From an optimization exercise on the open Yosys and OpenROAD flow, aimed at small area; shortcuts taken in it are not production practice. The RTL was checked by simulation tests, not by an equivalence proof against the original design.

// fir_filter
module fir_filter (
    input  logic        clk,
    input  logic        rst_n,
    input  logic        wb_cyc,
    input  logic        wb_stb,
    input  logic        wb_we,
    input  logic [3:0]  wb_adr,
    input  logic [15:0] wb_dat_w,
    output logic        wb_ack,
    output logic [15:0] wb_dat_r,
    input  logic [8:0]  sample,
    input  logic        sample_valid,
    output logic [20:0] out,
    output logic        out_valid
);
    logic [8:0] c0, c1, c2, c3, c4, c5, c6, c7, c8, c9;
    logic [8:0] x0, x1, x2, x3, x4, x5, x6, x7, x8, x9;
    logic [3:0] radr_q;
    logic       v1, v2;
    logic [8:0] rd;
    wire req_new = wb_cyc & wb_stb & ~wb_ack;
    wire wr = req_new & wb_we;
    always_ff @(posedge clk or negedge rst_n)
        if (!rst_n) wb_ack <= 1'b0;
        else        wb_ack <= req_new;
    always_ff @(posedge clk) radr_q <= wb_adr;
    always_comb begin
        case (radr_q)
            4'd0: rd = c0;
            4'd1: rd = c1;
            4'd2: rd = c2;
            4'd3: rd = c3;
            4'd4: rd = c4;
            4'd5: rd = c5;
            4'd6: rd = c6;
            4'd7: rd = c7;
            4'd8: rd = c8;
            4'd9: rd = c9;
            default: rd = 9'd0;
        endcase
    end
    assign wb_dat_r = {{7{rd[8]}}, rd};
    always_ff @(posedge clk or negedge rst_n) begin
        if (!rst_n) begin
            c0 <= '0; c1 <= '0; c2 <= '0; c3 <= '0; c4 <= '0;
            c5 <= '0; c6 <= '0; c7 <= '0; c8 <= '0; c9 <= '0;
        end else if (wr) begin
            case (wb_adr)
                4'd0: c0 <= wb_dat_w[8:0];
                4'd1: c1 <= wb_dat_w[8:0];
                4'd2: c2 <= wb_dat_w[8:0];
                4'd3: c3 <= wb_dat_w[8:0];
  ...
Size in the first run: about 1800 cells after synthesis, ~74 I/O pins, ~25000 um2 of cells after synthesis.
==> flow/config.mk <==
export PLATFORM = sky130hd
export DESIGN_NAME = fir_filter
export DESIGN_NICKNAME = fir_filter
export VERILOG_FILES = /design/flow/design.v
export SDC_FILE = /design/flow/constraint.sdc
export NUM_CORES = 4
export LEC_CHECK = 0
export CAP_MARGIN = 20
export CORE_MARGIN = 2
export CORE_UTILIZATION = 55
export GPL_TIMING_DRIVEN = 0
export PLACE_DENSITY = 0.7
export SLEW_MARGIN = 20
export SYNTH_HIERARCHICAL = 1
export SYNTH_MINIMUM_KEEP_SIZE = 0
==> flow/constraint.sdc <==
create_clock -name core_clock -period 8.0 [get_ports {clk}]
set_input_delay 1.6000 -clock core_clock [delete_from_list [all_inputs] [get_ports {clk}]]
set_output_delay 1.6000 -clock core_clock [all_outputs]
set_load 0.01 [all_outputs]
run.sh (not shown) runs the stock make flow with config.mk's settings and CLKGATE_MAP_FILE= SYNTH_SCRIPT=/design/flow/synth_recipe.tcl, a recipe that flattens the netlist after the stock synthesis.
Rerun with:
CTS_BUF_LIST = sky130_fd_sc_hd__clkbuf_16   (was default)
CTS_CLUSTER_DIAMETER = 100   (was default)
CTS_CLUSTER_SIZE = 25   (was default)
Result: The changed run produced a clean layout; global-route usage fell by 0.19 points; area after synthesis is unchanged; wire length fell by 0.41%.

* * *

fir_filter again, from the RTL that the note above started with.
## fir_filter
module fir_filter (
    input  logic        clk,
    input  logic        rst_n,
    input  logic        wb_cyc,
    input  logic        wb_stb,
    input  logic        wb_we,
    input  logic [3:0]  wb_adr,
    input  logic [15:0] wb_dat_w,
    output logic        wb_ack,
    output logic [15:0] wb_dat_r,
    input  logic [8:0]  sample,
    input  logic        sample_valid,
    output logic [20:0] out,
    output logic        out_valid
);
    logic [8:0] c0, c1, c2, c3, c4, c5, c6, c7, c8, c9;
    logic [8:0] x0, x1, x2, x3, x4, x5, x6, x7, x8, x9;
    logic [3:0] radr_q;
    logic       v1, v2;
    logic [8:0] rd;
    wire req_new = wb_cyc & wb_stb & ~wb_ack;
    wire wr = req_new & wb_we;
    always_ff @(posedge clk or negedge rst_n)
        if (!rst_n) wb_ack <= 1'b0;
        else        wb_ack <= req_new;
    always_ff @(posedge clk) radr_q <= wb_adr;
    always_comb begin
        case (radr_q)
            4'd0: rd = c0;
            4'd1: rd = c1;
            4'd2: rd = c2;
            4'd3: rd = c3;
            4'd4: rd = c4;
            4'd5: rd = c5;
            4'd6: rd = c6;
            4'd7: rd = c7;
            4'd8: rd = c8;
            4'd9: rd = c9;
            default: rd = 9'd0;
        endcase
    end
    assign wb_dat_r = {{7{rd[8]}}, rd};
    always_ff @(posedge clk or negedge rst_n) begin
        if (!rst_n) begin
            c0 <= '0; c1 <= '0; c2 <= '0; c3 <= '0; c4 <= '0;
            c5 <= '0; c6 <= '0; c7 <= '0; c8 <= '0; c9 <= '0;
        end else if (wr) begin
            case (wb_adr)
  ...
==> flow/config.mk <==
export PLATFORM = sky130hd
export DESIGN_NAME = fir_filter
export DESIGN_NICKNAME = fir_filter
export VERILOG_FILES = /design/flow/design.v
export SDC_FILE = /design/flow/constraint.sdc
export NUM_CORES = 4
export LEC_CHECK = 0
export CAP_MARGIN = 20
export CORE_MARGIN = 2
export CORE_UTILIZATION = 55
export CTS_BUF_LIST = sky130_fd_sc_hd__clkbuf_8
export CTS_CLUSTER_DIAMETER = 60
export CTS_CLUSTER_SIZE = 12
export GPL_TIMING_DRIVEN = 0
export PLACE_DENSITY = 0.7
export SLEW_MARGIN = 20
export SYNTH_HIERARCHICAL = 1
export SYNTH_MINIMUM_KEEP_SIZE = 0
==> flow/constraint.sdc <==
create_clock -name core_clock -period 8.0 [get_ports {clk}]
set_input_delay 1.6000 -clock core_clock [delete_from_list [all_inputs] [get_ports {clk}]]
set_output_delay 1.6000 -clock core_clock [all_outputs]
set_load 0.01 [all_outputs]
Rerun with:
==> flow/flow/run.sh (new file) <==
#!/bin/bash
# The standard layout, with every port buffered by the smallest buffer cell
# instead of the one buffer_ports picks by default.
set -o pipefail
cp standard.sh standard.sh.txt
export BUFFER_PORTS_ARGS="-buffer_cell sky130_fd_sc_hd__buf_1"
bash standard.sh > standard.log 2>&1
==> flow/standard.sh (new file) <==
#!/bin/bash
# synth_recipe.tcl (not shown) runs the flow's synth.tcl, then flattens the netlist and writes it again
# the make line also repeats each setting of config.mk as NAME=value (left out here)
make -C /OpenROAD-flow-scripts/flow DESIGN_CONFIG=/design/flow/config.mk WORK_HOME=/design/flow/orfs CLKGATE_MAP_FILE= SYNTH_SCRIPT=/design/flow/synth_recipe.tcl "${@:-finish}"
removed: flow/run.sh
=> Global-route usage stays flat; final cell count stays flat; via count stays flat; area after synthesis does not change; cell area fell by 1.5%.

## what the ideal ports hide
Ports are ideal in the flow. The routed layouts listed here were re-timed in OpenROAD.
Step 1 (the two cells are an assumption about what drives the block):
set clk [get_ports {clk}]
set_driving_cell -lib_cell sky130_fd_sc_hd__clkbuf_16 $clk
set_driving_cell -lib_cell sky130_fd_sc_hd__buf_2 [delete_from_list [all_inputs] $clk]
Step 2 also shifts input and output timing later by t, the mid clock arrival at the registers, as if the neighbouring blocks saw the same clock.
Slacks: ideal ports / drivers / drivers and shift; pairs: ideal ports / drivers.
| run | t, ns | slack for setup (ns) | worst setup path at the end | slew at the worst register clock pin (ns) | cell pins on the clock port's net |
|---|---|---|---|---|---|
| the first run of note 1 | 0.649 | 0.154 / 0.154 / 0.154 | register to register | 0.07 / 0.07 | 1 |
| the second run of note 1 | 0.601 | 0.171 / 0.171 / 0.171 | register to register | 0.11 / 0.11 | 1 |
| the first run of note 2 | 0.696 | 0.184 / 0.184 / 0.184 | register to register | 0.09 / 0.09 | 1 |
| the second run of note 2 | 0.679 | 0.288 / 0.288 / 0.288 | register to register | 0.09 / 0.09 | 1 |
After both steps every run listed still meets setup and hold.
